Context: an optimization exercise on an open-source flow, tuned for small area and a short achievable clock period. The choices shown serve that exercise and are no tape-out recipe.
Only simulation tests tie the RTL to the original design; equivalence was not proved.
No activity file was given, so power comes from the tool's default toggle rates.

## flow/config.mk

```make
export PLATFORM = sky130hd
export DESIGN_NAME = pe_mac_array
export DESIGN_NICKNAME = pe_mac_array
export VERILOG_FILES = /design/flow/design.v
export SDC_FILE = /design/flow/constraint.sdc
export NUM_CORES = 4
export LEC_CHECK = 0
export ABC_AREA = 1
export CAP_MARGIN = 20
export CORE_MARGIN = 2
export CORE_UTILIZATION = 40
export SETUP_SLACK_MARGIN = 2.6
export SLEW_MARGIN = 20
```

## flow/constraint.sdc

```tcl
create_clock -name core_clock -period 6.0 [get_ports {clk}]
set_input_delay 1.2000 -clock core_clock [delete_from_list [all_inputs] [get_ports {clk}]]
set_output_delay 1.2000 -clock core_clock [all_outputs]
set_load 0.01 [all_outputs]
```

## flow/design.v

```verilog
package nmcu_pkg;
  localparam int DATA_WIDTH = 8;
  localparam int ACC_WIDTH  = 32;
  typedef enum logic [1:0] {
    IDLE  = 2'd0,
    ACCUM = 2'd1,
    FLUSH = 2'd2,
    DRAIN = 2'd3
  } pe_mac_state_e;
endpackage
module pe_mac_lane
#(
  parameter int DATA_WIDTH = nmcu_pkg::DATA_WIDTH,
  parameter int ACC_WIDTH  = nmcu_pkg::ACC_WIDTH
) (
  input  logic                  clk,
  input  logic                  load_en,   
  input  logic                  acc_clr,   
  input  logic [DATA_WIDTH-1:0] a,
  input  logic [DATA_WIDTH-1:0] b,
  output logic [ACC_WIDTH-1:0]  acc,
  output logic [DATA_WIDTH-1:0] result,
  output logic                  sat
);
  logic bo0;
  logic bt0;
  logic bn0;
  logic pp0_0;
  logic pp0_1;
  logic pp0_2;
  logic pp0_3;
  logic pp0_4;
  logic pp0_5;
  logic pp0_6;
  logic pp0_7;
  logic pp0_8;
  logic ppn0;
  logic bo1;
  logic bt1;
  logic bn1;
  logic pp1_0;
  logic pp1_1;
  logic pp1_2;
  logic pp1_3;
  logic pp1_4;
  logic pp1_5;
  logic pp1_6;
  logic pp1_7;
  logic pp1_8;
  logic ppn1;
  logic bo2;
  logic bt2;
  logic bn2;
  logic pp2_0;
  logic pp2_1;
  logic pp2_2;
  logic pp2_3;
  logic pp2_4;
  logic pp2_5;
  logic pp2_6;
  logic pp2_7;
  logic pp2_8;
  logic ppn2;
  logic bo3;
  logic bt3;
  logic bn3;
  logic pp3_0;
  logic pp3_1;
  logic pp3_2;
  logic pp3_3;
  logic pp3_4;
  logic pp3_5;
  logic pp3_6;
  logic pp3_7;
  logic pp3_8;
  logic ppn3;
  logic ms1;
  logic mc1;
  logic ms2;
  logic mc2;
  logic ms3;
  logic mc3;
  logic ms4;
  logic mc4;
  logic ms5;
  logic mc5;
  logic ms6;
  logic mc6;
  logic ms7;
  logic mc7;
  logic ms8;
  logic mc8;
  logic ms9;
  logic mc9;
  logic ms10;
  logic mc10;
  logic ms11;
  logic mc11;
  logic ms12;
  logic mc12;
  logic ms13;
  logic mc13;
  logic ms14;
  logic mc14;
  logic ms15;
  logic mc15;
  logic ms16;
  logic mc16;
  logic ms17;
  logic mc17;
  logic ms18;
  logic mc18;
  logic ms19;
  logic mc19;
  logic ms20;
  logic mc20;
  logic ms21;
  logic mc21;
  logic ms22;
  logic mc22;
  logic ms23;
  logic mc23;
  logic ms24;
  logic mc24;
  assign bo0 = b[0] & load_en;
  assign bt0 = (b[1] & ~b[0]) & load_en;
  assign bn0 = b[1] & load_en;
  assign pp0_0 = (bo0 & a[0]) ^ bn0;
  assign pp0_1 = ((bo0 & a[1]) | (bt0 & a[0])) ^ bn0;
  assign pp0_2 = ((bo0 & a[2]) | (bt0 & a[1])) ^ bn0;
  assign pp0_3 = ((bo0 & a[3]) | (bt0 & a[2])) ^ bn0;
  assign pp0_4 = ((bo0 & a[4]) | (bt0 & a[3])) ^ bn0;
  assign pp0_5 = ((bo0 & a[5]) | (bt0 & a[4])) ^ bn0;
  assign pp0_6 = ((bo0 & a[6]) | (bt0 & a[5])) ^ bn0;
  assign pp0_7 = ((bo0 & a[7]) | (bt0 & a[6])) ^ bn0;
  assign pp0_8 = ((bo0 & a[7]) | (bt0 & a[7])) ^ bn0;
  assign ppn0 = ~pp0_8;
  assign bo1 = (b[2] ^ b[1]) & load_en;
  assign bt1 = ((b[3] & ~b[2] & ~b[1]) | (~b[3] & b[2] & b[1])) & load_en;
  assign bn1 = b[3] & load_en;
  assign pp1_0 = (bo1 & a[0]) ^ bn1;
  assign pp1_1 = ((bo1 & a[1]) | (bt1 & a[0])) ^ bn1;
  assign pp1_2 = ((bo1 & a[2]) | (bt1 & a[1])) ^ bn1;
  assign pp1_3 = ((bo1 & a[3]) | (bt1 & a[2])) ^ bn1;
  assign pp1_4 = ((bo1 & a[4]) | (bt1 & a[3])) ^ bn1;
  assign pp1_5 = ((bo1 & a[5]) | (bt1 & a[4])) ^ bn1;
  assign pp1_6 = ((bo1 & a[6]) | (bt1 & a[5])) ^ bn1;
  assign pp1_7 = ((bo1 & a[7]) | (bt1 & a[6])) ^ bn1;
  assign pp1_8 = ((bo1 & a[7]) | (bt1 & a[7])) ^ bn1;
  assign ppn1 = ~pp1_8;
  assign bo2 = (b[4] ^ b[3]) & load_en;
  assign bt2 = ((b[5] & ~b[4] & ~b[3]) | (~b[5] & b[4] & b[3])) & load_en;
  assign bn2 = b[5] & load_en;
  assign pp2_0 = (bo2 & a[0]) ^ bn2;
  assign pp2_1 = ((bo2 & a[1]) | (bt2 & a[0])) ^ bn2;
  assign pp2_2 = ((bo2 & a[2]) | (bt2 & a[1])) ^ bn2;
  assign pp2_3 = ((bo2 & a[3]) | (bt2 & a[2])) ^ bn2;
  assign pp2_4 = ((bo2 & a[4]) | (bt2 & a[3])) ^ bn2;
  assign pp2_5 = ((bo2 & a[5]) | (bt2 & a[4])) ^ bn2;
  assign pp2_6 = ((bo2 & a[6]) | (bt2 & a[5])) ^ bn2;
  assign pp2_7 = ((bo2 & a[7]) | (bt2 & a[6])) ^ bn2;
  assign pp2_8 = ((bo2 & a[7]) | (bt2 & a[7])) ^ bn2;
  assign ppn2 = ~pp2_8;
  assign bo3 = (b[6] ^ b[5]) & load_en;
  assign bt3 = ((b[7] & ~b[6] & ~b[5]) | (~b[7] & b[6] & b[5])) & load_en;
  assign bn3 = b[7] & load_en;
  assign pp3_0 = (bo3 & a[0]) ^ bn3;
  assign pp3_1 = ((bo3 & a[1]) | (bt3 & a[0])) ^ bn3;
  assign pp3_2 = ((bo3 & a[2]) | (bt3 & a[1])) ^ bn3;
  assign pp3_3 = ((bo3 & a[3]) | (bt3 & a[2])) ^ bn3;
  assign pp3_4 = ((bo3 & a[4]) | (bt3 & a[3])) ^ bn3;
  assign pp3_5 = ((bo3 & a[5]) | (bt3 & a[4])) ^ bn3;
  assign pp3_6 = ((bo3 & a[6]) | (bt3 & a[5])) ^ bn3;
  assign pp3_7 = ((bo3 & a[7]) | (bt3 & a[6])) ^ bn3;
  assign pp3_8 = ((bo3 & a[7]) | (bt3 & a[7])) ^ bn3;
  assign ppn3 = ~pp3_8;
  assign ms1 = bn3 ^ pp0_6;
  assign mc1 = bn3 & pp0_6;
  assign ms2 = pp0_7 ^ pp1_5;
  assign mc2 = pp0_7 & pp1_5;
  assign ms3 = 1'b1 ^ pp1_6 ^ pp2_4;
  assign mc3 = (1'b1 & pp1_6) | (1'b1 & pp2_4) | (pp1_6 & pp2_4);
  assign ms4 = 1'b1 ^ pp1_7;
  assign mc4 = 1'b1 & pp1_7;
  assign ms5 = bn2 ^ pp0_4;
  assign mc5 = bn2 & pp0_4;
  assign ms6 = pp0_5 ^ pp1_3;
  assign mc6 = pp0_5 & pp1_3;
  assign ms7 = pp1_4 ^ pp2_2 ^ pp3_0;
  assign mc7 = (pp1_4 & pp2_2) | (pp1_4 & pp3_0) | (pp2_2 & pp3_0);
  assign ms8 = pp2_3 ^ pp3_1 ^ mc1;
  assign mc8 = (pp2_3 & pp3_1) | (pp2_3 & mc1) | (pp3_1 & mc1);
  assign ms9 = pp3_2 ^ ppn0 ^ mc2;
  assign mc9 = (pp3_2 & ppn0) | (pp3_2 & mc2) | (ppn0 & mc2);
  assign ms10 = pp2_5 ^ pp3_3 ^ ms4;
  assign mc10 = (pp2_5 & pp3_3) | (pp2_5 & ms4) | (pp3_3 & ms4);
  assign ms11 = pp2_6 ^ pp3_4 ^ ppn1;
  assign mc11 = (pp2_6 & pp3_4) | (pp2_6 & ppn1) | (pp3_4 & ppn1);
  assign ms12 = 1'b1 ^ pp2_7;
  assign mc12 = 1'b1 & pp2_7;
  assign ms13 = bn1 ^ pp0_2;
  assign mc13 = bn1 & pp0_2;
  assign ms14 = pp0_3 ^ pp1_1;
  assign mc14 = pp0_3 & pp1_1;
  assign ms15 = pp1_2 ^ pp2_0 ^ ms5;
  assign mc15 = (pp1_2 & pp2_0) | (pp1_2 & ms5) | (pp2_0 & ms5);
  assign ms16 = pp2_1 ^ mc5 ^ ms6;
  assign mc16 = (pp2_1 & mc5) | (pp2_1 & ms6) | (mc5 & ms6);
  assign ms17 = mc6 ^ ms1 ^ ms7;
  assign mc17 = (mc6 & ms1) | (mc6 & ms7) | (ms1 & ms7);
  assign ms18 = ms2 ^ mc7 ^ ms8;
  assign mc18 = (ms2 & mc7) | (ms2 & ms8) | (mc7 & ms8);
  assign ms19 = ms3 ^ mc8 ^ ms9;
  assign mc19 = (ms3 & mc8) | (ms3 & ms9) | (mc8 & ms9);
  assign ms20 = mc3 ^ mc9 ^ ms10;
  assign mc20 = (mc3 & mc9) | (mc3 & ms10) | (mc9 & ms10);
  assign ms21 = mc4 ^ ms11 ^ mc10;
  assign mc21 = (mc4 & ms11) | (mc4 & mc10) | (ms11 & mc10);
  assign ms22 = pp3_5 ^ ms12 ^ mc11;
  assign mc22 = (pp3_5 & ms12) | (pp3_5 & mc11) | (ms12 & mc11);
  assign ms23 = pp3_6 ^ ppn2 ^ mc12;
  assign mc23 = (pp3_6 & ppn2) | (pp3_6 & mc12) | (ppn2 & mc12);
  assign ms24 = 1'b1 ^ pp3_7;
  assign mc24 = 1'b1 & pp3_7;
  logic [15:0] row0_d, row0_q;
  assign row0_d = {1'b1, ppn3, ms24, ms23, ms22, ms21, ms20, ms19, ms18, ms17, ms16, ms15, ms14, pp1_0, pp0_1, bn0};
  logic [15:0] row1_d, row1_q;
  assign row1_d = {1'b0, mc24, mc23, mc22, mc21, mc20, mc19, mc18, mc17, mc16, mc15, mc14, mc13, ms13, 1'b0, pp0_0};
  always_ff @(posedge clk) begin
    row0_q <= row0_d;
    row1_q <= row1_d;
  end
  logic [31:0] acc_q;
  logic        hz_q, ho_q;
  logic ls25;
  logic lc25;
  logic ls26;
  logic lc26;
  logic ls27;
  logic lc27;
  logic ls28;
  logic lc28;
  logic ls29;
  logic lc29;
  logic ls30;
  logic lc30;
  logic ls31;
  logic lc31;
  logic ls32;
  logic lc32;
  logic ls33;
  logic lc33;
  logic ls34;
  logic lc34;
  logic ls35;
  logic lc35;
  logic ls36;
  logic lc36;
  logic ls37;
  logic lc37;
  logic ls38;
  logic lc38;
  logic ls39;
  logic lc39;
  logic ls40;
  logic lc40;
  assign ls25 = acc_q[0] ^ row0_q[0];
  assign lc25 = acc_q[0] & row0_q[0];
  assign ls26 = acc_q[1] ^ row0_q[1];
  assign lc26 = acc_q[1] & row0_q[1];
  assign ls27 = acc_q[2] ^ row0_q[2] ^ row1_q[2];
  assign lc27 = (acc_q[2] & row0_q[2]) | (acc_q[2] & row1_q[2]) | (row0_q[2] & row1_q[2]);
  assign ls28 = acc_q[3] ^ row0_q[3] ^ row1_q[3];
  assign lc28 = (acc_q[3] & row0_q[3]) | (acc_q[3] & row1_q[3]) | (row0_q[3] & row1_q[3]);
  assign ls29 = acc_q[4] ^ row0_q[4] ^ row1_q[4];
  assign lc29 = (acc_q[4] & row0_q[4]) | (acc_q[4] & row1_q[4]) | (row0_q[4] & row1_q[4]);
  assign ls30 = acc_q[5] ^ row0_q[5] ^ row1_q[5];
  assign lc30 = (acc_q[5] & row0_q[5]) | (acc_q[5] & row1_q[5]) | (row0_q[5] & row1_q[5]);
  assign ls31 = acc_q[6] ^ row0_q[6] ^ row1_q[6];
  assign lc31 = (acc_q[6] & row0_q[6]) | (acc_q[6] & row1_q[6]) | (row0_q[6] & row1_q[6]);
  assign ls32 = acc_q[7] ^ row0_q[7] ^ row1_q[7];
  assign lc32 = (acc_q[7] & row0_q[7]) | (acc_q[7] & row1_q[7]) | (row0_q[7] & row1_q[7]);
  assign ls33 = acc_q[8] ^ row0_q[8] ^ row1_q[8];
  assign lc33 = (acc_q[8] & row0_q[8]) | (acc_q[8] & row1_q[8]) | (row0_q[8] & row1_q[8]);
  assign ls34 = acc_q[9] ^ row0_q[9] ^ row1_q[9];
  assign lc34 = (acc_q[9] & row0_q[9]) | (acc_q[9] & row1_q[9]) | (row0_q[9] & row1_q[9]);
  assign ls35 = acc_q[10] ^ row0_q[10] ^ row1_q[10];
  assign lc35 = (acc_q[10] & row0_q[10]) | (acc_q[10] & row1_q[10]) | (row0_q[10] & row1_q[10]);
  assign ls36 = acc_q[11] ^ row0_q[11] ^ row1_q[11];
  assign lc36 = (acc_q[11] & row0_q[11]) | (acc_q[11] & row1_q[11]) | (row0_q[11] & row1_q[11]);
  assign ls37 = acc_q[12] ^ row0_q[12] ^ row1_q[12];
  assign lc37 = (acc_q[12] & row0_q[12]) | (acc_q[12] & row1_q[12]) | (row0_q[12] & row1_q[12]);
  assign ls38 = acc_q[13] ^ row0_q[13] ^ row1_q[13];
  assign lc38 = (acc_q[13] & row0_q[13]) | (acc_q[13] & row1_q[13]) | (row0_q[13] & row1_q[13]);
  assign ls39 = acc_q[14] ^ row0_q[14] ^ row1_q[14];
  assign lc39 = (acc_q[14] & row0_q[14]) | (acc_q[14] & row1_q[14]) | (row0_q[14] & row1_q[14]);
  assign ls40 = acc_q[15] ^ row0_q[15];
  assign lc40 = acc_q[15] & row0_q[15];
  logic [17:0] pg_p, pg_g, lo_sum;
  assign pg_p = {1'b0 ^ 1'b0, lc40 ^ 1'b0, ls40 ^ lc39, ls39 ^ lc38, ls38 ^ lc37, ls37 ^ lc36, ls36 ^ lc35, ls35 ^ lc34, ls34 ^ lc33, ls33 ^ lc32, ls32 ^ lc31, ls31 ^ lc30, ls30 ^ lc29, ls29 ^ lc28, ls28 ^ lc27, ls27 ^ lc26, ls26 ^ lc25, row1_q[0] ^ ls25};
  assign pg_g = {1'b0 & 1'b0, lc40 & 1'b0, ls40 & lc39, ls39 & lc38, ls38 & lc37, ls37 & lc36, ls36 & lc35, ls35 & lc34, ls34 & lc33, ls33 & lc32, ls32 & lc31, ls31 & lc30, ls30 & lc29, ls29 & lc28, ls28 & lc27, ls27 & lc26, ls26 & lc25, row1_q[0] & ls25};
  logic bg1, bp1;
  assign bg1 = pg_g[1] | (pg_p[1] & pg_g[0]);
  assign bp1 = pg_p[1] & pg_p[0];
  logic bg2, bp2;
  assign bg2 = pg_g[3] | (pg_p[3] & pg_g[2]);
  assign bp2 = pg_p[3] & pg_p[2];
  logic bg3, bp3;
  assign bg3 = pg_g[5] | (pg_p[5] & pg_g[4]);
  assign bp3 = pg_p[5] & pg_p[4];
  logic bg4, bp4;
  assign bg4 = pg_g[7] | (pg_p[7] & pg_g[6]);
  assign bp4 = pg_p[7] & pg_p[6];
  logic bg5, bp5;
  assign bg5 = pg_g[9] | (pg_p[9] & pg_g[8]);
  assign bp5 = pg_p[9] & pg_p[8];
  logic bg6, bp6;
  assign bg6 = pg_g[11] | (pg_p[11] & pg_g[10]);
  assign bp6 = pg_p[11] & pg_p[10];
  logic bg7, bp7;
  assign bg7 = pg_g[13] | (pg_p[13] & pg_g[12]);
  assign bp7 = pg_p[13] & pg_p[12];
  logic bg8, bp8;
  assign bg8 = pg_g[15] | (pg_p[15] & pg_g[14]);
  assign bp8 = pg_p[15] & pg_p[14];
  logic bg9, bp9;
  assign bg9 = pg_g[17] | (pg_p[17] & pg_g[16]);
  assign bp9 = pg_p[17] & pg_p[16];
  logic bg10, bp10;
  assign bg10 = bg2 | (bp2 & bg1);
  assign bp10 = bp2 & bp1;
  logic bg11, bp11;
  assign bg11 = bg4 | (bp4 & bg3);
  assign bp11 = bp4 & bp3;
  logic bg12, bp12;
  assign bg12 = bg6 | (bp6 & bg5);
  assign bp12 = bp6 & bp5;
  logic bg13, bp13;
  assign bg13 = bg8 | (bp8 & bg7);
  assign bp13 = bp8 & bp7;
  logic bg14, bp14;
  assign bg14 = bg11 | (bp11 & bg10);
  assign bp14 = bp11 & bp10;
  logic bg15, bp15;
  assign bg15 = bg13 | (bp13 & bg12);
  assign bp15 = bp13 & bp12;
  logic bg16, bp16;
  assign bg16 = bg15 | (bp15 & bg14);
  assign bp16 = bp15 & bp14;
  logic bg17, bp17;
  assign bg17 = bg12 | (bp12 & bg14);
  assign bp17 = bp12 & bp14;
  logic bg18, bp18;
  assign bg18 = bg3 | (bp3 & bg10);
  assign bp18 = bp3 & bp10;
  logic bg19, bp19;
  assign bg19 = bg5 | (bp5 & bg14);
  assign bp19 = bp5 & bp14;
  logic bg20, bp20;
  assign bg20 = bg7 | (bp7 & bg17);
  assign bp20 = bp7 & bp17;
  logic bg21, bp21;
  assign bg21 = bg9 | (bp9 & bg16);
  assign bp21 = bp9 & bp16;
  logic bg22, bp22;
  assign bg22 = pg_g[2] | (pg_p[2] & bg1);
  assign bp22 = pg_p[2] & bp1;
  logic bg23, bp23;
  assign bg23 = pg_g[4] | (pg_p[4] & bg10);
  assign bp23 = pg_p[4] & bp10;
  logic bg24, bp24;
  assign bg24 = pg_g[6] | (pg_p[6] & bg18);
  assign bp24 = pg_p[6] & bp18;
  logic bg25, bp25;
  assign bg25 = pg_g[8] | (pg_p[8] & bg14);
  assign bp25 = pg_p[8] & bp14;
  logic bg26, bp26;
  assign bg26 = pg_g[10] | (pg_p[10] & bg19);
  assign bp26 = pg_p[10] & bp19;
  logic bg27, bp27;
  assign bg27 = pg_g[12] | (pg_p[12] & bg17);
  assign bp27 = pg_p[12] & bp17;
  logic bg28, bp28;
  assign bg28 = pg_g[14] | (pg_p[14] & bg20);
  assign bp28 = pg_p[14] & bp20;
  logic bg29, bp29;
  assign bg29 = pg_g[16] | (pg_p[16] & bg16);
  assign bp29 = pg_p[16] & bp16;
  assign lo_sum[0] = pg_p[0];
  assign lo_sum[1] = pg_p[1] ^ pg_g[0];
  assign lo_sum[2] = pg_p[2] ^ bg1;
  assign lo_sum[3] = pg_p[3] ^ bg22;
  assign lo_sum[4] = pg_p[4] ^ bg10;
  assign lo_sum[5] = pg_p[5] ^ bg23;
  assign lo_sum[6] = pg_p[6] ^ bg18;
  assign lo_sum[7] = pg_p[7] ^ bg24;
  assign lo_sum[8] = pg_p[8] ^ bg14;
  assign lo_sum[9] = pg_p[9] ^ bg25;
  assign lo_sum[10] = pg_p[10] ^ bg19;
  assign lo_sum[11] = pg_p[11] ^ bg26;
  assign lo_sum[12] = pg_p[12] ^ bg17;
  assign lo_sum[13] = pg_p[13] ^ bg27;
  assign lo_sum[14] = pg_p[14] ^ bg20;
  assign lo_sum[15] = pg_p[15] ^ bg28;
  assign lo_sum[16] = pg_p[16] ^ bg16;
  assign lo_sum[17] = pg_p[17] ^ bg29;
  logic        inc, dec;
  logic [15:0] hi, hi_next, all1, all0;
  assign inc = lo_sum[17];
  assign dec = !lo_sum[17] && !lo_sum[16];
  assign hi  = acc_q[31:16];
  always_comb begin
    all1[0] = 1'b1;
    all0[0] = 1'b1;
    for (int i = 1; i < 16; i++) begin
      all1[i] = all1[i-1] & hi[i-1];
      all0[i] = all0[i-1] & !hi[i-1];
    end
  end
  assign hi_next = hi ^ (({16{inc}} & all1) | ({16{dec}} & all0));
  logic hz_next, ho_next, z15, o15;
  assign z15 = (hi[15:1] == '0);
  assign o15 = (hi[15:1] == '1);
  assign hz_next = inc ? (o15 & hi[0])
                 : dec ? (z15 & hi[0])
                 :       (z15 & !hi[0]);
  assign ho_next = inc ? (o15 & !hi[0])
                 : dec ? (z15 & !hi[0])
                 :       (o15 & hi[0]);
  always_ff @(posedge clk) begin
    if (load_en && acc_clr) begin
      acc_q <= '0;
      hz_q  <= 1'b1;
      ho_q  <= 1'b0;
    end else begin
      acc_q <= {hi_next, lo_sum[15:0]};
      hz_q  <= hz_next;
      ho_q  <= ho_next;
    end
  end
  logic in_range;
  assign in_range = (hz_q & (acc_q[15:DATA_WIDTH-1] == '0)) ||
                    (ho_q & (acc_q[15:DATA_WIDTH-1] == '1));
  assign acc    = acc_q;
  assign sat    = !in_range;
  assign result = in_range ? acc_q[DATA_WIDTH-1:0]
                           : {acc_q[ACC_WIDTH-1], {(DATA_WIDTH-1){!acc_q[ACC_WIDTH-1]}}};
endmodule
module pe_mac_array
#(
  parameter int DATA_WIDTH = nmcu_pkg::DATA_WIDTH,
  parameter int ACC_WIDTH  = nmcu_pkg::ACC_WIDTH,
  parameter int NUM_LANES  = 8
) (
  input  logic                            clk,
  input  logic                            rst_n,
  input  logic                            in_valid_i,
  output logic                            in_ready_o,
  input  logic [NUM_LANES*DATA_WIDTH-1:0] a_i,
  input  logic [NUM_LANES*DATA_WIDTH-1:0] b_i,
  input  logic                            first_i,
  input  logic                            last_i,
  output logic                            out_valid_o,
  input  logic                            out_ready_i,
  output logic [NUM_LANES*DATA_WIDTH-1:0] result_o,
  output logic [NUM_LANES*ACC_WIDTH-1:0]  acc_o,
  output logic [NUM_LANES-1:0]            sat_o,
  output logic                            busy_o,
  output nmcu_pkg::pe_mac_state_e        state_o
);
  nmcu_pkg::pe_mac_state_e state_q;
  logic          accept;
  logic          open_group;
  assign in_ready_o  = rst_n && ((state_q == nmcu_pkg::IDLE) || (state_q == nmcu_pkg::ACCUM));
  assign accept      = in_valid_i && in_ready_o;
  assign out_valid_o = (state_q == nmcu_pkg::DRAIN);
  assign busy_o      = (state_q != nmcu_pkg::IDLE);
  assign state_o     = state_q;
  assign open_group  = first_i || (state_q == nmcu_pkg::IDLE);
  always_ff @(posedge clk or negedge rst_n) begin
    if (!rst_n) begin
      state_q <= nmcu_pkg::IDLE;
    end else begin
      case (state_q)
        nmcu_pkg::IDLE, nmcu_pkg::ACCUM: if (accept) state_q <= last_i ? nmcu_pkg::FLUSH : nmcu_pkg::ACCUM;
        nmcu_pkg::FLUSH:       state_q <= nmcu_pkg::DRAIN;
        nmcu_pkg::DRAIN:       if (out_ready_i) state_q <= nmcu_pkg::IDLE;
        default:     state_q <= nmcu_pkg::IDLE;
      endcase
    end
  end
  for (genvar n = 0; n < NUM_LANES; n++) begin : g_lane
    pe_mac_lane #(
      .DATA_WIDTH(DATA_WIDTH),
      .ACC_WIDTH (ACC_WIDTH)
    ) u_lane (
      .clk    (clk),
      .load_en(accept),
      .acc_clr(open_group),
      .a      (a_i[n*DATA_WIDTH +: DATA_WIDTH]),
      .b      (b_i[n*DATA_WIDTH +: DATA_WIDTH]),
      .acc    (acc_o[n*ACC_WIDTH +: ACC_WIDTH]),
      .result (result_o[n*DATA_WIDTH +: DATA_WIDTH]),
      .sat    (sat_o[n])
    );
  end
endmodule
```

## flow/flow/run.sh

```bash
#!/bin/bash
# Own layout flow: the standard flow (the standard.sh, all steps) with
# the port buffers made from buf_2 cells instead of ORFS's default choice.
# Each tool's output goes to the ORFS logs under orfs/logs; this script's
# own output goes to run.log.
set -e
{
  echo "== standard.sh"; cat standard.sh
  echo "== config.mk"; cat config.mk
  export BUFFER_PORTS_ARGS="-buffer_cell sky130_fd_sc_hd__buf_2"
  bash standard.sh
} > run.log 2>&1
```

## flow/standard.sh

```bash
#!/bin/bash
# synth_recipe.tcl (not shown) runs the flow's synth.tcl, then flattens the netlist and writes it again
# the make line also repeats each setting of config.mk as NAME=value (left out here)
make -C /OpenROAD-flow-scripts/flow DESIGN_CONFIG=/design/flow/config.mk WORK_HOME=/design/flow/orfs CLKGATE_MAP_FILE= SYNTH_SCRIPT=/design/flow/synth_recipe.tcl "${@:-finish}"
```

==> results of run 1 <==
==> path summary, 6_finish.rpt <==
kind                                              end  depth (start not counted)
hold reg to reg            g_lane[0].u_lane.acc_q[19]                          2
max in group asynchronous                  state_q[0]                          1
min in group core_clock    g_lane[0].u_lane.acc_q[19]                          2
hold / removal                             state_q[1]                          1
setup / recovery           g_lane[1].u_lane.row0_q[8]                         15
setup reg to reg           g_lane[0].u_lane.acc_q[27]                         20
==> through the flow <==
step | cells | setup WS [ns] | util | cell area (µm²)
floorplan | 4016 | 2.548 | - | 33800
detailed placement | 5511 | 1.163 | 0.4452 | 37200
global route | 5713 | 2.529 | 0.4982 | 41620
CTS | 5650 | 2.601 | 0.4803 | 40130
global placement | 5511 | 1.225 | 0.4452 | 37200
finish | 5714 | 2.646 | 0.4982 | 41630
==> metal layers <==
| metal | vias up | routed length (µm) | track usage |
|---|---|---|---|
| li1 | 14090 | - | - |
| met1 | 13290 | 39390 | 0.2635 |
| met2 | 656 | 42500 | 0.3374 |
| met3 | 137 | 5972 | 0.04306 |
| met4 | 6 | 2533 | 0.06234 |
| met5 | - | 36 | 0 |
==> critical path, delay by kind of cell <==
family / cells / cell delay, ns
adder cells (fa/ha/maj): 3 / 1.04
buffers and inverters: 7 / 0.75
AND/OR/NAND/NOR: 3 / 0.40
XOR/XNOR: 1 / 0.17
AO/OA/AOI/OAI: 1 / 0.21
==> layout by cell type (no fill, tap or decap), drive strengths merged <==
master | synthesis | layout
nand2 | 659 | 661
inv | 605 | 607
buf | 52 | 560
dfxtp | 504 | 504
nor2 | 459 | 459
xor2 | 322 | 322
fa | 280 | 280
o22ai | 213 | 213
ha | 208 | 208
a21oi | 182 | 182
nand3 | 166 | 166
o21ai | 115 | 115
clkbuf | 10 | 74
nand4 | 51 | 51
nor3 | 42 | 42
xnor2 | 25 | 25
a31oi | 19 | 19
o211ai | 18 | 18
a21o | 16 | 16
clkinv | 0 | 16
nor4 | 15 | 15
clkinvlp | 0 | 14
a21boi | 12 | 12
o21a | 10 | 10
bufinv | 0 | 10
nand3b | 7 | 7
or2 | 6 | 6
or3 | 5 | 5
o31ai | 5 | 5
diode | 0 | 2
o221ai | 2 | 2
nor3b | 2 | 2
dfrtp | 2 | 2
o21bai | 1 | 1
a22oi | 1 | 1
and3b | 1 | 1
nor4b | 1 | 1
==> registers in the layout, summed over array words and instances, names as in the netlist <==
register and count:
g_lane.u_lane.acc_q 256, g_lane.u_lane.ho_q 8, g_lane.u_lane.hz_q 8, g_lane.u_lane.row0_q 120, g_lane.u_lane.row1_q 112, state_q 2
==> power breakdown <==
part / internal [mW] / leakage [nW] / switching, mW
sequential: 5.02 / 4.23 / 1.55
clock: 2.43 / 1.04 / 1.62
combinational: 6.06 / 15.2 / 7.95
total: 13.5 / 20.5 / 11.1
==> area by class of cell <==
class,instances,area [µm²],area share
diodes,2,5.005,0.0001202
clock inverters,42,559.3,0.01344
repair buffers,561,3162,0.07596
flip-flops and latches,506,10280,0.2469
inverters,605,2288,0.05498
clock buffers,73,1663,0.03995
multi-input cells,2845,22320,0.5362
well taps,1080,1351,0.03246
==> cell families after synthesis <==
family | after synthesis | share of synthesized area
simple gates | 1414 | 0.1792
compound gates | 594 | 0.1076
xor+xnor | 347 | 0.09017
fa+ha+maj | 488 | 0.2435
flops | 506 | 0.3008
buf+inv | 667 | 0.07870
==> what timing repair did <==
item / CTS / global route
setup endpoints to repair: 256 / 214
setup buffers: 22 / 61
pin swaps: 23 / 92
gates cloned: 2 / 1
gates resized for setup: 153 / 262
==> flow_summary_export.csv, run 1 <==
group,metric,value,unit
run_status,outcome,"complete, no violations",
clock_tree,clock_latency,0.64,ns
finish,nets,5202,
clock_tree,cts.sinks,506,
global_route,antenna_found_initial,5,
timing,slew_viol_final,0,
logic_synthesis,yosysSeqAreaShare,0.3008,
timing,tns,0,ns
global_route,grt_usage,0.2029,
worst_setup_path,reg2reg_slack,2.74,ns
floorplanning,die_w,294.3,µm
detailed_routing,drtPass1Iterations,5,
finish,area_growth,23.50,%
detailed_routing,post_drt_wl_per_cell,15.83,µm
floorplanning,fp.dieArea,86600,µm²
worst_setup_path,crit_chain,"clkbuf_4, inv_8, nor2_4, buf_12, nand2_8, inv_2, buf_12, nand2_2, o22ai_1, xor2_1, ha_1, inv_1, fa_1, inv_1, fa_1",
worst_setup_path,end_kind,"flip-flop",
timing,rsz0062_at_grt,"yes",
timing,hold_violations,0,
timing,tightest_slew,0.7815,ns
logic_synthesis,netlist_instances,4016,
worst_setup_path,slowest_delay,0.47,ns
global_route,overflow,0,
logic_synthesis,syn-cell-area,33710,µm²
global_route,grt_start_max_net_pins,127,
worst_setup_path,crit_type,"primary input to flip-flop",
pwr,design_power_total,24.62,mW
detailed_routing,drt-total-wl,90430,µm
global_route,grt_pass1_vias,26910,
global_route,grt_pass1_wl,142000,µm
timing,relSlewSlack,0.4790,
timing,fin_crit_sh,0.5590,
logic_synthesis,synth_edf_count,0,
timing,max_freq,298.1,MHz
logic_synthesis,post-synth-top-count-cell,"nand2_1",
timing,fin_crit,3.354,ns
logic_synthesis,avgSynthCellArea,8.393,µm²
finish,n_fill_cell,7969,
floorplanning,core_area,83560,µm²
clock_tree,cts_tree,"yes",
logic_synthesis,ys_seq_elements,506,
logic_synthesis,syn-num-nets,4638,
logic_synthesis,ys.flop_type,"dfxtp_1",
detailed_routing,ant_nets,0,
clock_tree,holdBufCountCts,0,
floorplanning,io_pins,467,
detailed_routing,drc,0,
clock_tree,cts_root_buffer,"clkbuf_16",
clock_tree,cts_max_level,2,
pwr,vdd_drop_max,0.3792,mV
worst_hold_path,hold_path_class,"primary input to async pin",
worst_setup_path,cp.required,6.50,ns
detailed_routing,num_vias,28170,
clock_tree,clkTransAtPathRegs,0.06,ns
floorplanning,num_rows,106,
placed_design,hpwl,68330,µm
logic_synthesis,synthTopCellsByArea,"dfxtp_1 30%, fa_1 17%, xor2_1 8.4%",
logic_synthesis,async_reset_ff_frac,0.003953,
timing,whs,0.3936,ns
timing,setup_viol,0,
placed_design,gp_congestion,0.8925,
worst_setup_path,start_kind,"primary input",
floorplanning,initial_core_util,0.4034,
clock_tree,numCtsBuffers,61,
worst_setup_path,critical-path-slowest-cell,"fa_1",
finish,drive_gt1_frac,0.2375,
logic_synthesis,synth_warnings,2,
pwr,power_density,591.5,nW/µm²
worst_setup_path,arrival,3.85,ns
worst_setup_path,cp-startpoint,"rst_n",
logic_synthesis,synth.largest_area_cell,"dfxtp_1",
logic_synthesis,ys_types,47,
detailed_routing,first_iter_violations,1223,
clock_tree,cts_max_path_buffers,3,
logic_synthesis,synth_common_cells,"630 x nand2_1, 589 x inv_1, 504 x dfxtp_1",
timing,finalClockSkew,0.02606,ns
pwr,power_leakage,20.52,nW
logic_synthesis,synth_top_area_share,0.2993,
placed_design,numPortBuffers,466,
worst_setup_path,critPathMaxFanout,20,
run,drv_cap,0,
detailed_routing,post_drt_via_cell_ratio,4.931,
worst_setup_path,reg2reg_from,"g_lane[0].u_lane.acc_q[0]",
floorplanning,die_h,294.3,µm
==> inputs of run 2 (changes only) <==
--- a/flow/config.mk
+++ b/flow/config.mk
@@ -9,5 +9,5 @@
 export CAP_MARGIN = 20
 export CORE_MARGIN = 2
 export CORE_UTILIZATION = 40
-export SETUP_SLACK_MARGIN = 2.6
+export SETUP_SLACK_MARGIN = 2.9
 export SLEW_MARGIN = 20
==> flow_summary_export.csv, run 2 <==
group,metric,value,unit
clock_tree,cts_max_level,2,
global_route,grt_pass1_vias,28610,
logic_synthesis,ys_types,47,
worst_setup_path,crit_type,"primary input to flip-flop",
timing,setup_viol,0,
timing,fin_ws,2.737,ns
floorplanning,core_area,83560,µm²
timing,fin_crit,3.263,ns
finish,nets,5457,
global_route,antenna_found_initial,1,
logic_synthesis,async_reset_ff_frac,0.003953,
finish,final_common_cell,"inv_1",
detailed_routing,post_drt_via_cell_ratio,5.003,
clock_tree,holdBufCountCts,0,
placed_design,post_dp_cell_area,37570,µm²
logic_synthesis,synth_common_cells,"630 x nand2_1, 589 x inv_1, 504 x dfxtp_1",
pwr,power_density,584.3,nW/µm²
logic_synthesis,avgSynthCellArea,8.393,µm²
global_route,grt_pass1_wl,151600,µm
worst_setup_path,cp.required,6.56,ns
detailed_routing,num_vias,29820,
global_route,grt_usage,0.2182,
worst_setup_path,end_kind,"flip-flop",
global_route,overflow,0,
finish,largest_reg_flops,256,
clock_tree,cts_root_buffer,"clkbuf_16",
logic_synthesis,ys.flop_type,"dfxtp_1",
finish,top_regs,"g_lane.u_lane.acc_q: 256 flops, g_lane.u_lane.row0_q: 120 flops, g_lane.u_lane.row1_q: 112 flops",
detailed_routing,drc,0,
timing,relSlewSlack,0.5593,
logic_synthesis,synth_warnings,2,
finish,final_cells,5960,
timing,tns,0,ns
timing,tightest_slew,0.6611,ns
worst_hold_path,hold_path_class,"flip-flop to flip-flop",
detailed_routing,post_drt_wl_per_cell,16.88,µm
finish,most-common-layout-cells,"519 x inv_1, 449 x nand2_1, 448 x buf_2",
floorplanning,num_rows,106,
timing,max_freq,306.5,MHz
logic_synthesis,synth_edf_count,0,
detailed_routing,drtPass1Iterations,5,
logic_synthesis,post-synth-top-count-cell,"nand2_1",
clock_tree,cts_tree,"yes",
placed_design,dp_slack,1.241,ns
logic_synthesis,syn-cell-area,33710,µm²
pwr,switchingPower,12.19,mW
pwr,comb_power_share,0.619,
floorplanning,fp.dieArea,86600,µm²
finish,insertedDiodeCount,0,
timing,whs,0.4899,ns
logic_synthesis,synth.largest_area_cell,"dfxtp_1",
finish,area_growth,37.92,%
pwr,pwr-share-seq,0.246,
logic_synthesis,syn-num-nets,4638,
logic_synthesis,synthTopCellsByArea,"dfxtp_1 30%, fa_1 17%, xor2_1 8.4%",
clock_tree,clkTransAtPathRegs,0.06,ns
global_route,grt_start_max_net_pins,69,
detailed_routing,first_iter_violations,1419,
placed_design,gp_congestion,0.8986,
timing,finalClockSkew,0.01807,ns
logic_synthesis,netlist_instances,4016,
pwr,vdd_drop_max,0.4496,mV
floorplanning,io_pins,467,
pwr,power_leakage,22.43,nW
pwr,pwr-share-clk,0.135,
timing,slew_viol_final,0,
detailed_routing,drt-total-wl,100600,µm
floorplanning,die_h,294.3,µm
logic_synthesis,synth_top_area_share,0.2993,
clock_tree,clock_latency,0.62,ns
worst_setup_path,arrival,3.82,ns
pwr,internal-power,14.97,mW
floorplanning,die_w,294.3,µm
pwr,p_sw_frac,0.4489,
placed_design,numPortBuffers,466,
logic_synthesis,ys_seq_elements,506,
clock_tree,cts.sinks,506,
clock_tree,numCtsBuffers,59,
timing,fin_crit_sh,0.5439,
finish,design_area,46490,µm²
logic_synthesis,yosysSeqAreaShare,0.3008,
detailed_routing,ant_nets,0,
timing,hold_violations,0,
finish,drive_gt1_frac,0.3725,
floorplanning,initial_core_util,0.4034,
finish,fin_util,0.5564,
finish,top_register,"g_lane.u_lane.acc_q",
pwr,design_power_total,27.16,mW
timing,rsz0062_at_grt,"yes",
placed_design,place_inst,5507,
placed_design,hpwl,69600,µm
run,drv_cap,0,
clock_tree,cts_max_path_buffers,3,
run_status,outcome,"complete, no violations",
worst_setup_path,critPathMaxFanout,8,
worst_setup_path,start_kind,"primary input",
==> run 2: power by group through the flow <==
stage / sequential [mW] / combinational (mW) / clock [mW]
after floorplan: 6.42 / 9.44 / 0
after global placement: 6.52 / 12.7 / 0
after detailed placement: 6.53 / 13.0 / 0
after CTS: 6.58 / 14.8 / 3.77
after global routing: 6.90 / 19.1 / 3.90
final: 6.68 / 16.8 / 3.65
==> run 2: path summary, 6_finish.rpt <==
kind,from,endpoint,slack [ns],depth (start not counted)
min,g_lane[6].u_lane.acc_q[26],g_lane[6].u_lane.acc_q[26],0.49,1
max in group asynchronous,rst_n,state_q[0],5.35,3
min reg2reg,g_lane[6].u_lane.acc_q[26],g_lane[6].u_lane.acc_q[26],0.49,1
max,rst_n,g_lane[1].u_lane.row0_q[8],2.74,15
min in group asynchronous,rst_n,state_q[1],0.56,3
max reg2reg,g_lane[1].u_lane.acc_q[5],g_lane[1].u_lane.acc_q[29],2.82,18
==> run 2: metal layers <==
| layer | part of all wire | track usage |
|---|---|---|
| met1 | 0.41 | 0.2638 |
| met2 | 0.50 | 0.3870 |
| met3 | 0.058 | 0.04600 |
| met4 | 0.036 | 0.06682 |
| met5 | 0.00011 | 0 |
==> run 2: kinds of logic (layout without fill, tap and decap cells) <==
kind of cell / count (synthesis) / in the layout / share of synthesized area
and+or+nand+nor: 1414 / 1416 / 0.1792
DFF: 506 / 506 / 0.3008
adders and majority gates: 488 / 488 / 0.2435
AOI/OAI and AO/OA: 594 / 594 / 0.1076
buffers and inverters: 667 / 1529 / 0.07870
xor gates and xnor gates: 347 / 347 / 0.09017
==> run 2: worst max-delay path: stages <==
cell     delay, ns
buf_8         0.09
inv_8         0.03
nor2_4        0.15
nand2_8       0.13
buf_12        0.17
inv_16        0.06
buf_16        0.21
nand2_8       0.09
o22ai_4       0.18
xor2_1        0.18
ha_2          0.20
inv_2         0.04
fa_2          0.52
inv_2         0.04
fa_2          0.50
==> run 2: layout make-up <==
| cell class | count | area, µm² |
|---|---|---|
| Timing Repair Buffer | 817 | 5534 |
| Clock inverter | 23 | 285.3 |
| Fill cell | 7375 | 37070 |
| Clock buffer | 83 | 1688 |
| Tap cell | 1080 | 1351 |
| Inverter | 605 | 2330 |
| Multi-Input combinational cell | 2845 | 24830 |
| Sequential cell | 506 | 10440 |
| Timing Repair inverter | 1 | 30.03 |
==> run 2: timing repair <==
action	CTS	global route
setup buffers	184	158
setup endpoints to repair	378	236
resized for setup	531	566
gates cloned	5	0
pin swaps	214	305
==> inputs of run 3 (changes only) <==
==> flow/flow/run.sh (replaced) <==
#!/bin/bash
# Own layout flow: the standard flow (the standard.sh, all steps) with
# the port buffers made from buf_1 cells instead of ORFS's default choice.
# Each tool's output goes to the ORFS logs under orfs/logs; this script's
# own output goes to run.log.
set -e
{
  echo "== standard.sh"; cat standard.sh
  echo "== config.mk"; cat config.mk
  export BUFFER_PORTS_ARGS="-buffer_cell sky130_fd_sc_hd__buf_1"
  bash standard.sh
} > run.log 2>&1
--- a/flow/config.mk
+++ b/flow/config.mk
@@ -9,5 +9,5 @@
 export CAP_MARGIN = 20
 export CORE_MARGIN = 2
 export CORE_UTILIZATION = 40
-export SETUP_SLACK_MARGIN = 2.9
+export SETUP_SLACK_MARGIN = 2.6
 export SLEW_MARGIN = 20
==> flow_summary_export.csv, run 3 <==
group,metric,value,unit
run_status,outcome,"complete, no violations",
timing,fin_crit_sh,0.5589,
clock_tree,clock_latency,0.61,ns
detailed_routing,drtPass1Iterations,6,
finish,nets,5183,
global_route,grt_start_max_net_pins,114,
logic_synthesis,synth.largest_area_cell,"dfxtp_1",
timing,tightest_slew,0.9215,ns
worst_setup_path,start_kind,"primary input",
floorplanning,io_pins,467,
worst_setup_path,crit_type,"primary input to flip-flop",
worst_hold_path,hold_path_class,"primary input to async pin",
worst_setup_path,crit_chain,"buf_2, nand2_8, buf_12, nor2_1, buf_6, nand2_2, o22ai_2, xor2_1, ha_1, inv_1, fa_1, inv_1, fa_1",
logic_synthesis,synth_warnings,2,
timing,hold_violations,0,
finish,most-common-layout-cells,"576 x inv_1, 572 x nand2_1, 464 x buf_1",
run,drv_cap,0,
logic_synthesis,synthTopCellsByArea,"dfxtp_1 30%, fa_1 17%, xor2_1 8.4%",
worst_setup_path,slowest_delay,0.48,ns
timing,finalClockSkew,0.03622,ns
clock_tree,cts_max_path_buffers,3,
detailed_routing,first_iter_violations,1272,
worst_setup_path,critPathMaxFanout,11,
finish,top_register,"g_lane.u_lane.acc_q",
finish,design_area,40740,µm²
placed_design,gp_congestion,0.9126,
logic_synthesis,async_reset_ff_frac,0.003953,
finish,largest_reg_flops,256,
logic_synthesis,syn-cell-area,33710,µm²
timing,whs,0.4071,ns
logic_synthesis,ys_seq_elements,506,
detailed_routing,post_drt_wl_per_cell,16.18,µm
detailed_routing,num_vias,28330,
finish,top_regs,"g_lane.u_lane.acc_q: 256 flops, g_lane.u_lane.row0_q: 120 flops, g_lane.u_lane.row1_q: 112 flops",
pwr,power_leakage,19.10,nW
placed_design,post_dp_cell_area,36630,µm²
clock_tree,numCtsBuffers,66,
worst_setup_path,arrival,3.81,ns
timing,tns,0,ns
finish,insertedDiodeCount,0,
timing,fin_crit,3.353,ns
floorplanning,core_area,83560,µm²
global_route,overflow,0,
global_route,grt_util_met1,0.2666,
placed_design,hpwl,68430,µm
global_route,antenna_found_initial,2,
timing,relSlewSlack,0.3856,
floorplanning,die_w,294.3,µm
global_route,grt_use_met2,0.3357,
timing,fin_ws,2.647,ns
floorplanning,fp.dieArea,86600,µm²
clock_tree,holdBufCountCts,0,
finish,drive_gt1_frac,0.1264,
global_route,grt_busiest_layer,"met2",
placed_design,dp_slack,1.262,ns
logic_synthesis,avgSynthCellArea,8.393,µm²
logic_synthesis,synth_edf_count,0,
worst_setup_path,cp.required,6.46,ns
detailed_routing,drc,0,
placed_design,numPortBuffers,466,
clock_tree,cts.sinks,506,
logic_synthesis,netlist_instances,4016,
logic_synthesis,yosysSeqAreaShare,0.3008,
pwr,vdd_drop_max,0.3289,mV
clock_tree,cts_tree,"yes",
timing,setup_viol,0,
global_route,grt_pass1_wl,142800,µm
logic_synthesis,post-synth-top-count-cell,"nand2_1",
clock_tree,clkTransAtPathRegs,0.06,ns
finish,final_common_cell,"inv_1",
timing,max_freq,298.2,MHz
logic_synthesis,ys_types,47,
logic_synthesis,syn-num-nets,4638,
pwr,power_density,596.1,nW/µm²
global_route,grt_usage,0.2063,
detailed_routing,ant_nets,0,
finish,final_cells,5691,
logic_synthesis,ys.flop_type,"dfxtp_1",
finish,area_growth,20.88,%
floorplanning,num_rows,106,
logic_synthesis,synth_top_area_share,0.2993,
clock_tree,cts_max_level,3,
floorplanning,initial_core_util,0.4034,
clock_tree,cts_root_buffer,"clkbuf_16",
global_route,grt_pass1_vias,26910,
detailed_routing,drt-total-wl,92060,µm
timing,slew_viol_final,0,
floorplanning,die_h,294.3,µm
worst_setup_path,end_kind,"flip-flop",
detailed_routing,post_drt_via_cell_ratio,4.978,
logic_synthesis,synth_common_cells,"630 x nand2_1, 589 x inv_1, 504 x dfxtp_1",
timing,rsz0062_at_grt,"yes",
global_route,grtUsageMet3,0.04502,
placed_design,place_inst,5509,
worst_setup_path,critical-path-slowest-cell,"fa_1",
-- run 3: cell counts after synthesis --
No cell type changed its count.
-- run 3: final cells by class --
cell class | count | area, µm²
Tap cell | 1080 | 1351
Fill cell | 8071 | 42810
Inverter | 605 | 2302
Timing Repair Buffer | 538 | 2470
Sequential cell | 506 | 10240
Clock inverter | 21 | 207.7
Clock buffer | 97 | 1982
Multi-Input combinational cell | 2844 | 22190
-- run 3: repair_timing --
action,CTS,global route
cloned,3,1
pin swaps,18,83
endpoints found under the setup margin,253,208
resized for setup,154,218
setup buffers,15,45
-- run 3: kinds of logic (layout without fill, tap and decap cells) --
| kind of cell | count (synthesis) | in the layout | synth area share |
|---|---|---|---|
| and+or+nand+nor | 1414 | 1415 | 0.1792 |
| buffers and inverters | 667 | 1261 | 0.07870 |
| AOI/OAI and AO/OA | 594 | 594 | 0.1076 |
| DFF | 506 | 506 | 0.3008 |
| adders and majority gates | 488 | 488 | 0.2435 |
| xor gates and xnor gates | 347 | 347 | 0.09017 |
-- run 3: per-layer routing --
metal | part of all wire | up-vias
met3 | 0.068 | 174
met4 | 0.037 | 4
met5 | 0.00025 | -
li1 | - | 14090
met1 | 0.43 | 13320
met2 | 0.46 | 742
-- run 3: metrics by stage --
step / total power, mW / utilization
detailed placement: 19.17 / 0.4383
floorplan: 15.73 / -
CTS: 23.71 / 0.4737
global placement: 18.77 / 0.4383
global route: 26.93 / 0.4876
finish: 24.29 / 0.4876
-- run 3: worst max-delay path: cells and delay by family --
kind            cells  cell delay [ns]
fa+ha+maj           3             1.08
buf+inv             5             0.76
simple gates        3             0.43
xor+xnor            1             0.22
compound gates      1             0.12
-- run 3: final timing paths --
kind,from,to,slack [ns],cells past startpoint
max in group asynchronous,rst_n,state_q[0],5.47,1
min in group core_clock,g_lane[4].u_lane.acc_q[21],g_lane[4].u_lane.acc_q[21],0.50,2
min reg2reg,g_lane[4].u_lane.acc_q[21],g_lane[4].u_lane.acc_q[21],0.50,2
min,rst_n,state_q[1],0.41,1
max reg2reg,g_lane[3].u_lane.acc_q[0],g_lane[3].u_lane.acc_q[23],2.75,18
max,in_valid_i,g_lane[1].u_lane.row0_q[7],2.65,13
-- run 3: where the power goes --
| part | total, mW | internal, mW | switching (mW) |
|---|---|---|---|
| clock | 3.98 | 2.39 | 1.60 |
| sequential | 6.59 | 5.00 | 1.59 |
| combinational | 13.7 | 5.76 | 7.95 |
==> inputs of run 4 (changes only) <==
--- a/flow/design.v
+++ b/flow/design.v
@@ -417,7 +417,10 @@
       all0[i] = all0[i-1] & !hi[i-1];
     end
   end
-  assign hi_next = hi ^ (({16{inc}} & all1) | ({16{dec}} & all0));
+  logic [15:0] hi_inc, hi_dec;
+  assign hi_inc  = hi ^ all1;
+  assign hi_dec  = hi ^ all0;
+  assign hi_next = inc ? hi_inc : dec ? hi_dec : hi;
   logic hz_next, ho_next, z15, o15;
   assign z15 = (hi[15:1] == '0);
   assign o15 = (hi[15:1] == '1);
@@ -469,10 +472,14 @@
   output nmcu_pkg::pe_mac_state_e        state_o
 );
   nmcu_pkg::pe_mac_state_e state_q;
+  logic          ready;
   logic          accept;
+  logic          load;
   logic          open_group;
-  assign in_ready_o  = rst_n && ((state_q == nmcu_pkg::IDLE) || (state_q == nmcu_pkg::ACCUM));
+  assign ready       = (state_q == nmcu_pkg::IDLE) || (state_q == nmcu_pkg::ACCUM);
+  assign in_ready_o  = rst_n && ready;
   assign accept      = in_valid_i && in_ready_o;
+  assign load        = in_valid_i && ready;
   assign out_valid_o = (state_q == nmcu_pkg::DRAIN);
   assign busy_o      = (state_q != nmcu_pkg::IDLE);
   assign state_o     = state_q;
@@ -495,7 +502,7 @@
       .ACC_WIDTH (ACC_WIDTH)
     ) u_lane (
       .clk    (clk),
-      .load_en(accept),
+      .load_en(load),
       .acc_clr(open_group),
       .a      (a_i[n*DATA_WIDTH +: DATA_WIDTH]),
       .b      (b_i[n*DATA_WIDTH +: DATA_WIDTH]),
==> flow_summary_export.csv, run 4 <==
group,metric,value,unit
pwr,p_sw_frac,0.4727,
worst_setup_path,slowest_delay,0.40,ns
detailed_routing,first_iter_violations,1433,
logic_synthesis,yosysSeqAreaShare,0.2943,
floorplanning,die_w,297.5,µm
worst_setup_path,arrival,2.13,ns
detailed_routing,drtPass1Iterations,5,
logic_synthesis,syn-num-nets,4734,
clock_tree,clock_latency,0.63,ns
finish,top_register,"g_lane.u_lane.acc_q",
timing,max_freq,300.7,MHz
pwr,switchingPower,13.91,mW
detailed_routing,drc,0,
timing,setup_viol,0,
floorplanning,fp.dieArea,88490,µm²
clock_tree,numCtsBuffers,61,
finish,top_regs,"g_lane.u_lane.acc_q: 256 flops, g_lane.u_lane.row0_q: 120 flops, g_lane.u_lane.row1_q: 112 flops",
clock_tree,holdBufCountCts,0,
worst_setup_path,end_kind,"primary output",
logic_synthesis,syn-cell-area,34450,µm²
floorplanning,io_pins,467,
timing,fin_ws,2.675,ns
pwr,comb_power_share,0.642,
finish,area_growth,19.85,%
timing,fin_crit_sh,0.5542,
logic_synthesis,ys_seq_elements,506,
logic_synthesis,async_reset_ff_frac,0.003953,
worst_setup_path,cp.required,4.80,ns
placed_design,post_dp_cell_area,37220,µm²
finish,final_common_cell,"nand2_1",
placed_design,numPortBuffers,466,
placed_design,hpwl,68990,µm
worst_hold_path,hold_path_class,"primary input to async pin",
floorplanning,initial_core_util,0.4040,
pwr,power_density,712.6,nW/µm²
finish,fin_util,0.4842,
timing,fin_crit,3.325,ns
clock_tree,cts_max_level,2,
floorplanning,die_h,297.5,µm
floorplanning,num_rows,107,
floorplanning,core_area,85280,µm²
global_route,antenna_found_initial,16,
worst_setup_path,worst-path-buf-inv,2,
logic_synthesis,synth_top_area_share,0.2929,
logic_synthesis,post-synth-top-count-cell,"nand2_1",
logic_synthesis,synth.largest_area_cell,"dfxtp_1",
pwr,vdd_drop_max,0.3164,mV
global_route,grt_start_max_net_pins,83,
clock_tree,clkTransAtPathRegs,0.06,ns
run,drv_cap,0,
detailed_routing,post_drt_via_cell_ratio,4.888,
timing,rsz0062_at_grt,"yes",
detailed_routing,post_drt_wl_per_cell,15.67,µm
finish,largest_reg_flops,256,
worst_setup_path,start_kind,"flip-flop",
logic_synthesis,synthTopCellsByArea,"dfxtp_1 29%, fa_1 16%, ha_1 7.6%",
worst_setup_path,crit_chain,"nand4_1, or3_4, nand2_4, clkinvlp_4, nand2_8, nand2_1, buf_4",
clock_tree,cts.sinks,506,
pwr,power_leakage,18.73,nW
global_route,grt_pass1_vias,27430,
pwr,pwr-share-seq,0.226,
clock_tree,cts_root_buffer,"clkbuf_16",
worst_setup_path,critPathMaxFanout,7,
global_route,grt_usage,0.2016,
logic_synthesis,synth_warnings,2,
global_route,grt_pass1_wl,145200,µm
logic_synthesis,synth_edf_count,0,
timing,tns,0,ns
finish,most-common-layout-cells,"623 x nand2_1, 527 x inv_1, 459 x buf_1",
clock_tree,cts_max_path_buffers,3,
pwr,pwr-share-clk,0.132,
pwr,internal-power,15.51,mW
logic_synthesis,ys_types,49,
global_route,overflow,0,
timing,relSlewSlack,0.3969,
worst_setup_path,critical-path-slowest-cell,"or3_4",
timing,slew_viol_final,0,
placed_design,dp_slack,1.485,ns
pwr,design_power_total,29.42,mW
detailed_routing,num_vias,28620,
timing,tightest_slew,0.9046,ns
finish,drive_gt1_frac,0.1360,
logic_synthesis,synth_common_cells,"670 x nand2_1, 537 x inv_1, 504 x dfxtp_1",
finish,design_area,41290,µm²
timing,finalClockSkew,0.02062,ns
logic_synthesis,ys.flop_type,"dfxtp_1",
logic_synthesis,avgSynthCellArea,8.378,µm²
clock_tree,cts_tree,"yes",
timing,hold_violations,0,
finish,nets,5277,
detailed_routing,drt-total-wl,91760,µm
worst_setup_path,crit_type,"flip-flop to primary output",
logic_synthesis,netlist_instances,4112,
detailed_routing,ant_nets,0,
run_status,outcome,"complete, no violations",
placed_design,gp_congestion,0.8883,
worst_setup_path,crit_family,"simple AND/OR/NAND/NOR gates",
-- run 4: cell count changes after synthesis, sizes merged, moves of 10 or more --
cell | before | now
xnor2 | 25 | 67
or2 | 6 | 34
a21o | 16 | 29
o21ai | 115 | 127
nor4 | 15 | 1
nor2 | 459 | 508
nor3 | 42 | 32
xor2 | 322 | 290
inv | 605 | 579
nand3 | 166 | 150
nand2 | 659 | 691
-- run 4: power groups by stage --
stage                     registers [mW]  clock network [mW]  logic [mW]
final                               6.66                3.87        18.9
after global routing                6.89                4.12        21.8
after CTS                           6.63                4.00        17.5
after detailed placement            6.64                   0        16.8
after global placement              6.63                   0        16.3
after floorplan                     6.46                   0        12.9
-- run 4: stage by stage --
stage | std cells | hold slack [ns]
after global placement | 5652 | 0.4920
after CTS | 5795 | 0.3242
after global routing | 5853 | 0.3412
after detailed placement | 5652 | 0.4953
final | 5855 | 0.3791
after floorplan | 4112 | 0.5072
-- run 4: cells by family (layout without fill, tap and decap cells) --
group / after synthesis / after routing / synth area share
AO/OA/AOI/OAI: 625 / 625 / 0.1088
XOR/XNOR: 357 / 357 / 0.09250
adder cells (fa/ha/maj): 488 / 488 / 0.2382
buffers and inverters: 655 / 1245 / 0.07736
flip-flops: 506 / 506 / 0.2943
other: 0 / 6 / 0
AND/OR/NAND/NOR: 1481 / 1484 / 0.1887
-- run 4: routing by layer --
| metal | up-vias | share of wire | routed length [µm] | GRT usage |
|---|---|---|---|---|
| li1 | 14360 | - | - | - |
| met1 | 13370 | 0.44 | 40770 | 0.2609 |
| met2 | 686 | 0.46 | 42540 | 0.3302 |
| met3 | 187 | 0.056 | 5162 | 0.04185 |
| met4 | 16 | 0.035 | 3187 | 0.07636 |
| met5 | - | 0.0012 | 109 | 0 |
-- run 4: timing repair --
item,4_1_cts,5_1_grt
hold endpoints to repair,0,0
cloned,2,1
setup buffers,28,53
gates resized for setup,146,205
endpoints found under the setup margin,279,182
pin swaps,16,75
-- run 4: final timing paths --
path / startpoint / slack [ns] / endpoint / cells past startpoint
setup / recovery: g_lane[7].u_lane.acc_q[7] / 2.67 / result_o[56] / 7
hold / removal: rst_n / 0.38 / state_q[0] / 1
setup reg to reg: g_lane[0].u_lane.row0_q[3] / 2.72 / g_lane[0].u_lane.acc_q[29] / 20
hold reg to reg: g_lane[1].u_lane.acc_q[22] / 0.51 / g_lane[1].u_lane.acc_q[22] / 2
max in group asynchronous: rst_n / 5.45 / state_q[1] / 1
min in group core_clock: g_lane[1].u_lane.acc_q[22] / 0.51 / g_lane[1].u_lane.acc_q[22] / 2
-- run 4: worst reg2reg max path: stages, from the launching register on --
cell and delay [ns]:
dfxtp_2 0.33, fa_1 0.62, ha_4 0.24, a21oi_2 0.15, nand2_2 0.11, nand4_1 0.13, nand2_2 0.09, nand2_2 0.10
nand2_4 0.07, a21oi_4 0.18, ha_4 0.24, nor2_4 0.09, nand2_2 0.06, nand2_2 0.11, nand2_4 0.07, nor2_4 0.17
buf_12 0.13, nand4_1 0.09, nand2_1 0.10, nand2_1 0.05, nor2_1 0.13
-- run 4: layout make-up --
| class | count | area (µm²) |
|---|---|---|
| Antenna cell | 6 | 15.01 |
| Clock buffer | 83 | 1742 |
| Clock inverter | 30 | 362.8 |
| Fill cell | 8298 | 43990 |
| Inverter | 580 | 2212 |
| Multi-Input combinational cell | 2954 | 22760 |
| Sequential cell | 506 | 10280 |
| Tap cell | 1144 | 1431 |
| Timing Repair Buffer | 552 | 2485 |
==> inputs of run 5 (changes only) <==
--- a/flow/config.mk
+++ b/flow/config.mk
@@ -11,3 +11,4 @@
 export CORE_UTILIZATION = 40
 export SETUP_SLACK_MARGIN = 2.6
 export SLEW_MARGIN = 20
+export TNS_END_PERCENT = 10
==> flow_summary_export.csv, run 5 <==
group,metric,value,unit
global_route,antenna_found_initial,7,
timing,fin_crit,3.332,ns
clock_tree,cts_root_buffer,"clkbuf_16",
pwr,pwr-share-seq,0.228,
floorplanning,die_w,297.5,µm
placed_design,hpwl,68870,µm
timing,fin_crit_sh,0.5554,
finish,top_regs,"g_lane.u_lane.acc_q: 256 flops, g_lane.u_lane.row0_q: 120 flops, g_lane.u_lane.row1_q: 112 flops",
logic_synthesis,ys_seq_elements,506,
logic_synthesis,async_reset_ff_frac,0.003953,
logic_synthesis,synth_warnings,2,
run_status,outcome,"complete, no violations",
finish,most-common-layout-cells,"624 x nand2_1, 531 x inv_1, 461 x buf_1",
global_route,grt_usage,0.1997,
timing,max_freq,300.1,MHz
global_route,grt_pass1_wl,143800,µm
detailed_routing,first_iter_violations,1307,
pwr,p_sw_frac,0.4737,
timing,tns,0,ns
worst_setup_path,crit_type,"flip-flop to primary output",
detailed_routing,post_drt_via_cell_ratio,4.861,
floorplanning,core_area,85280,µm²
pwr,comb_power_share,0.639,
placed_design,gp_congestion,0.8926,
clock_tree,numCtsBuffers,61,
pwr,power_leakage,18.63,nW
timing,rsz0062_at_grt,"yes",
pwr,internal-power,15.34,mW
clock_tree,cts.sinks,506,
clock_tree,cts_tree,"yes",
floorplanning,num_rows,107,
timing,relSlewSlack,0.4857,
detailed_routing,num_vias,28370,
run,drv_cap,0,
worst_setup_path,critPathMaxFanout,7,
finish,final_cells,5837,
finish,nets,5259,
worst_setup_path,arrival,2.13,ns
pwr,switchingPower,13.81,mW
detailed_routing,drtPass1Iterations,5,
floorplanning,io_pins,467,
worst_setup_path,start_kind,"flip-flop",
logic_synthesis,ys_types,49,
logic_synthesis,avgSynthCellArea,8.378,µm²
finish,area_growth,18.98,%
logic_synthesis,syn-cell-area,34450,µm²
logic_synthesis,post-synth-top-count-cell,"nand2_1",
finish,top_register,"g_lane.u_lane.acc_q",
worst_setup_path,cp-startpoint,"g_lane[0].u_lane.acc_q[12]",
detailed_routing,post_drt_wl_per_cell,15.62,µm
logic_synthesis,yosysSeqAreaShare,0.2943,
detailed_routing,drt-total-wl,91190,µm
logic_synthesis,synth_edf_count,0,
timing,slew_viol_final,0,
detailed_routing,ant_nets,0,
global_route,grt_pass1_vias,26920,
logic_synthesis,synth.largest_area_cell,"dfxtp_1",
timing,setup_viol,0,
global_route,overflow,0,
finish,drive_gt1_frac,0.1278,
logic_synthesis,ys.flop_type,"dfxtp_1",
clock_tree,holdBufCountCts,0,
clock_tree,clock_latency,0.62,ns
pwr,power_density,711.1,nW/µm²
finish,largest_reg_flops,256,
logic_synthesis,synth_common_cells,"670 x nand2_1, 537 x inv_1, 504 x dfxtp_1",
clock_tree,cts_max_level,2,
timing,tightest_slew,0.7714,ns
detailed_routing,drc,0,
placed_design,place_inst,5653,
worst_setup_path,cp.required,4.80,ns
finish,final_common_cell,"nand2_1",
clock_tree,cts_max_path_buffers,3,
placed_design,numPortBuffers,466,
floorplanning,die_h,297.5,µm
worst_setup_path,reg2reg_from,"state_q[1]",
timing,finalClockSkew,0.01491,ns
worst_hold_path,hold_path_class,"primary input to async pin",
floorplanning,initial_core_util,0.4040,
logic_synthesis,synth_top_area_share,0.2929,
timing,hold_violations,0,
floorplanning,fp.dieArea,88490,µm²
logic_synthesis,netlist_instances,4112,
logic_synthesis,synthTopCellsByArea,"dfxtp_1 29%, fa_1 16%, ha_1 7.6%",
clock_tree,clkTransAtPathRegs,0.06,ns
worst_setup_path,end_kind,"primary output",
global_route,grt_start_max_net_pins,76,
worst_setup_path,r2r_cells,8,
logic_synthesis,syn-num-nets,4734,
pwr,vdd_drop_max,0.3738,mV
pwr,pwr-share-clk,0.133,
## run 5: cell counts after synthesis
Identical to the previous run, type by type.
## run 5: layout make-up
class	instances	area, µm²
fill	8314	44290
inverter	580	2202
multi-input combinational	2954	22590
clock buffer	86	1783
timing repair buffer	534	2377
tap	1144	1431
antenna	6	15.01
sequential	506	10250
clock inverter	27	331.6
## run 5: kinds of logic after synthesis
| logic type | Yosys count | synth area share |
|---|---|---|
| fa+ha+maj | 488 | 0.2382 |
| flops | 506 | 0.2943 |
| compound gates | 625 | 0.1088 |
| xor+xnor | 357 | 0.09250 |
| simple gates | 1481 | 0.1887 |
| buf+inv | 655 | 0.07736 |
## run 5: metrics by stage
stage | power (mW) | utilization | area, µm² | hold slack [ns] | worst slack, ns
final | 29.15 | 0.4806 | 40990 | 0.3849 | 2.668
after global placement | 22.97 | 0.4368 | 37250 | 0.4878 | 1.677
after global routing | 32.51 | 0.4806 | 40980 | 0.3781 | 2.543
after detailed placement | 23.40 | 0.4368 | 37250 | 0.4959 | 1.602
after floorplan | 19.31 | - | 34450 | 0.5072 | 2.589
after CTS | 28.07 | 0.4685 | 39960 | 0.3310 | 2.513
## run 5: final timing paths
check / endpoint / slack, ns
worst min register to register: g_lane[0].u_lane.acc_q[20] / 0.51
worst min-delay path: state_q[1] / 0.38
max in group asynchronous: state_q[0] / 5.46
min in group core_clock: g_lane[0].u_lane.acc_q[20] / 0.51
worst max-delay path: result_o[3] / 2.67
worst max register to register: g_lane[5].u_lane.row0_q[8] / 2.76
## run 5: what timing repair did
item,in CTS,in global routing
cloned,3,0
pin swaps,14,55
gates resized for setup,120,187
setup endpoints to repair,264,200
setup buffers,19,43
## run 5: per-layer routing
metal  global-route usage  up-vias  part of all wire
met5                    0        -                 0
met4              0.06109        0             0.028
met3              0.03104      149             0.047
met2               0.3225      652              0.46
met1               0.2745    13250              0.47
li1                     -    14330                 -
## run 5: critical path, stage by stage (launching register included)
cell and delay (ns):
dfxtp_1 0.46, nand2_1 0.08, or3_1 0.45, nand2_4 0.13, inv_1 0.09, nand2_4 0.12
nand2_1 0.07, buf_1 0.12
## run 5: power by group through the flow
stage / registers [mW] / clock network (mW) / logic [mW]
after CTS: 6.61 / 4.01 / 17.5
after global routing: 6.87 / 4.12 / 21.5
after floorplan: 6.46 / 0 / 12.9
final: 6.64 / 3.88 / 18.6
after global placement: 6.62 / 0 / 16.3
after detailed placement: 6.64 / 0 / 16.8

-- afterwards: timing with drivers on the ports --
In the flow no input, the clock included, has a driving cell. The finished layouts below were timed again as built, in two steps. Step 1: set_driving_cell puts a clkbuf_16 on clk and a buf_2 on each other input, an assumption about the parent block. Step 2, shift: input delay + t, output delay - t, t = (earliest + latest rising clock arrival at the registers) / 2. This alone moves slack from input paths to output paths. Slacks: ideal / step 1 / step 2; pairs: ideal / step 1.
run | t (ns) | setup slack, ns | hold WS [ns] | worst setup path at the end | clock arrival spread, ns
run 1 | 0.696 | 2.646 / 2.644 / 1.992 | 0.394 / 0.352 / 0.496 | input to register | 0.027 / 0.027
run 2 | 0.680 | 2.737 / 2.681 / 2.068 | 0.490 / 0.490 / 0.490 | input to register | 0.019 / 0.019
run 3 | 0.660 | 2.647 / 2.622 / 2.028 | 0.407 / 0.370 / 0.500 | input to register | 0.036 / 0.036
run 4 | 0.678 | 2.675 / 2.618 / 2.079 | 0.379 / 0.343 / 0.510 | input to register | 0.022 / 0.022
run 5 | 0.674 | 2.668 / 2.609 / 2.054 | 0.385 / 0.353 / 0.512 | input to register | 0.020 / 0.020
After both steps every run listed still meets setup and hold. The setup slack of run 2, which loses most, moves by -0.056 ns with the drivers and by -0.669 ns with both steps.
